Source: an optimization exercise on an open RTL-to-GDS flow (aim: small area, a short achievable clock period and few clock cycles per item). Production flows keep margins and buffers that such runs may drop.
Function was checked by simulation only, so behaviour that the tests miss may differ from the original.

// fm_keycode_to_fnum_block
module fm_keycode_to_fnum_block (
	input  logic             clk,
	input  logic             arst_n,
	input  logic             cfg_we,
	input  logic [0:0]       cfg_index,
	input  logic [fkf_pkg::CLK_W-1:0] cfg_data,
	input  logic             in_valid,
	output logic             in_stall,
	input  logic [7:0]       key_code,
	input  logic [7:0]       key_fraction,
	output logic             out_valid,
	input  logic             out_stall,
	output logic [2:0]       block,
	output logic [10:0]      freq_number
);
clock: 12.0 ns
lec_check: 0
cap_margin: 30
core_margin: 2
core_utilization: 55
cts_cluster_diameter: 90
cts_cluster_size: 25
slew_margin: 30
synth_memory_max_bits: 65536
standard.sh (not shown) runs the stock make flow with config.mk's settings and CLKGATE_MAP_FILE= SYNTH_SCRIPT=/design/flow/synth_recipe.tcl, a recipe that flattens the netlist after the stock synthesis.
==> flow/flow/run.sh <==
#!/bin/bash
set -euo pipefail
export SETUP_SLACK_MARGIN=8.0
export TNS_END_PERCENT=100
export BUFFER_PORTS_ARGS="-buffer_cell sky130_fd_sc_hd__buf_4"
bash standard.sh > standard.log 2>&1
Testbench counts at the start, summed over its fixed seeds: cycles 13,368, items 12,288.
Change:
--- a/flow/config.mk
+++ b/flow/config.mk
@@ -10 +10 @@
-export CORE_UTILIZATION = 55
+export CORE_UTILIZATION = 50
=> Maximum frequency rises by 2.9%; clock-buffer cell count rises by 4; design area decreases by 0.54%; via count decreases by 6.2%.
Change:
--- a/flow/config.mk
+++ b/flow/config.mk
@@ -8 +8 @@
-export CAP_MARGIN = 30
+export CAP_MARGIN = 70
@@ -10 +10 @@
-export CORE_UTILIZATION = 50
+export CORE_UTILIZATION = 45
@@ -13 +13 @@
-export SLEW_MARGIN = 30
+export SLEW_MARGIN = 70
The new run passed the timing, DRC and antenna checks.
Via count decreases slightly.
Wire length increases by a few percent.
Worst setup slack gains 0.028 ns.
Cell count increases by a few percent.


fm_keycode_to_fnum_block, a different RTL version from the one above (not shown whole).
Size in the first run: about 64 I/O pins.
clock: 12.0 ns
lec_check: 0
cap_margin: 70
core_margin: 2
core_utilization: 50
slew_margin: 70
synth_memory_max_bits: 65536
==> flow/flow/run.sh <==
#!/bin/bash
set -euo pipefail
export SETUP_SLACK_MARGIN=7.3
export TNS_END_PERCENT=100
export BUFFER_PORTS_ARGS="-buffer_cell sky130_fd_sc_hd__buf_4"
bash standard.sh > standard.log 2>&1
Testbench counts at the start, summed over its fixed seeds: cycles 13,416, items 12,288.
Then changed:
==> flow/run.sh (new file) <==
#!/bin/bash
# synth_recipe.tcl (not shown) runs the flow's synth.tcl, then flattens the netlist and writes it again
# the make line also repeats each setting of config.mk as NAME=value (left out here)
make -C /OpenROAD-flow-scripts/flow DESIGN_CONFIG=/design/flow/config.mk WORK_HOME=/design/flow/orfs CLKGATE_MAP_FILE= SYNTH_SCRIPT=/design/flow/synth_recipe.tcl finish
- CORE_UTILIZATION: 50 -> 45
- SETUP_SLACK_MARGIN: unset -> 5
removed: flow/flow/run.sh
removed: flow/standard.sh
After rerunning:
- die area went up by about 11%
- maximum frequency went down by 10%
- routed wire length went up by 4.3%


RTL: one of the versions met above, not the one the previous note started from.
For scale: ~12000 cells after synthesis, ~1600 flip-flops, ~64 I/O pins, about 110000 um^2 of cells after synthesis.
==> flow/config.mk <==
export PLATFORM = sky130hd
export DESIGN_NAME = fm_keycode_to_fnum_block
export DESIGN_NICKNAME = fm_keycode_to_fnum_block
export VERILOG_FILES = /design/flow/design.v
export SDC_FILE = /design/flow/constraint.sdc
export NUM_CORES = 8
export LEC_CHECK = 0
export CAP_MARGIN = 15
export CORE_MARGIN = 2
export CORE_UTILIZATION = 50
export CTS_CLUSTER_DIAMETER = 90
export CTS_CLUSTER_SIZE = 25
export SLEW_MARGIN = 15
export SYNTH_MEMORY_MAX_BITS = 65536
==> flow/constraint.sdc <==
create_clock -name core_clock -period 12.0 [get_ports {clk}]
set_input_delay 2.4000 -clock core_clock [delete_from_list [all_inputs] [get_ports {clk}]]
set_output_delay 2.4000 -clock core_clock [all_outputs]
set_load 0.01 [all_outputs]
==> flow/flow/run.sh <==
#!/bin/bash
set -euo pipefail
export SETUP_SLACK_MARGIN=8.0
export TNS_END_PERCENT=100
export BUFFER_PORTS_ARGS="-buffer_cell sky130_fd_sc_hd__buf_4"
bash standard.sh > standard.log 2>&1
Testbench counts at the start, summed over its fixed seeds: cycles 13,368, items 12,288.
Then changed:
- CAP_MARGIN: 15 -> 70
- SLEW_MARGIN: 15 -> 70
Effect: Core utilization rose by 1.8 points; die area is unchanged; clock-buffer cell count rose by 6; sequential cell count stays the same.


== trial 9 ==
fm_keycode_to_fnum_block, a different RTL version from the one above (not shown whole).
Size in the first run: about 12000 cells after synthesis, ~110000 µm² of cells after synthesis.
clock: 12.0 ns
lec_check: 0
cap_margin: 70
core_margin: 2
core_utilization: 45
cts_cluster_diameter: 100
cts_cluster_size: 30
slew_margin: 70
synth_memory_max_bits: 65536
Scripts as last shown in full above: flow/flow/run.sh
Testbench counts of trial 9, summed over its fixed seeds: cycles 13,320, items 12,288.
> inputs changed (trial 9 -> build 51)
Settings: removing CTS_CLUSTER_SIZE (formerly 30); removing CTS_CLUSTER_DIAMETER (formerly 100).
==> run summary <==
- Clock slew seen by the registers of the worst setup and hold paths in build 51 vs trial 9: down 0.04 ns
- Highest-delay cell along the critical path = sky130_fd_sc_hd__fa_2: trial 9; highest-delay cell along the critical path = sky130_fd_sc_hd__and4bb_4: build 51
- Diff build 51 and trial 9: critical path depth lower in build 51
- Reported for build 51 and trial 9, number of enable-type register cells in the synthesized netlist turned out identical to the last digit.
- Comparing build 51 with trial 9, the sum of routed wire segments on met1 came out essentially unchanged.
- Cell area, build 51 and trial 9: lower on trial 9
- Delta (build 51 minus trial 9): global-route usage grew by 0.29 points; hold slack has increased.

re-timing with driven ports:
In the flow no input, the clock included, has a driving cell. The finished layouts below were timed again as built, in two steps. Step 1 assumes that a clkbuf_16 drives the clock port and a buf_2 every other input. Step 2, shift: input delay + t, output delay - t, t = (earliest + latest rising clock arrival at the registers) / 2. This alone moves slack from input paths to output paths. Three values: ideal ports, drivers, drivers and shift; two values: the first two.
run | t (ns) | slack for setup (ns) | latest minus earliest clock arrival (ns) | worst slew at a driven data input, ns | pins driven straight from the clock port
the first run of note 1 | 0.893 | 7.675 / 7.675 / 7.329 | 0.114 / 0.115 | 0.13 | 1
the second run of note 1 | 0.864 | 7.797 / 7.797 / 7.435 | 0.076 / 0.076 | 0.16 | 1
the third run of note 1 | 0.884 | 7.825 / 7.825 / 7.256 | 0.115 / 0.115 | 0.08 | 1
the first run of note 2 | 0.952 | 7.214 / 7.214 / 7.214 | 0.107 / 0.107 | 0.15 | 1
the second run of note 2 | 0.972 | 6.670 / 6.670 / 6.670 | 0.130 / 0.130 | 0.09 | 1
the first run of note 3 | 0.869 | 7.734 / 7.734 / 7.269 | 0.074 / 0.073 | 0.17 | 1
the second run of note 3 | 0.869 | 7.846 / 7.846 / 7.481 | 0.070 / 0.069 | 0.19 | 1
trial 9 | 0.892 | 7.429 / 7.429 / 7.429 | 0.079 / 0.080 | 0.15 | 1
build 51 | 0.964 | 7.537 / 7.537 / 7.537 | 0.117 / 0.117 | 0.15 | 1
After both steps every run listed still meets setup and hold. The setup slack of the third run of note 1, which loses most, moves by 0.000 ns with the drivers and by -0.569 ns with both steps.
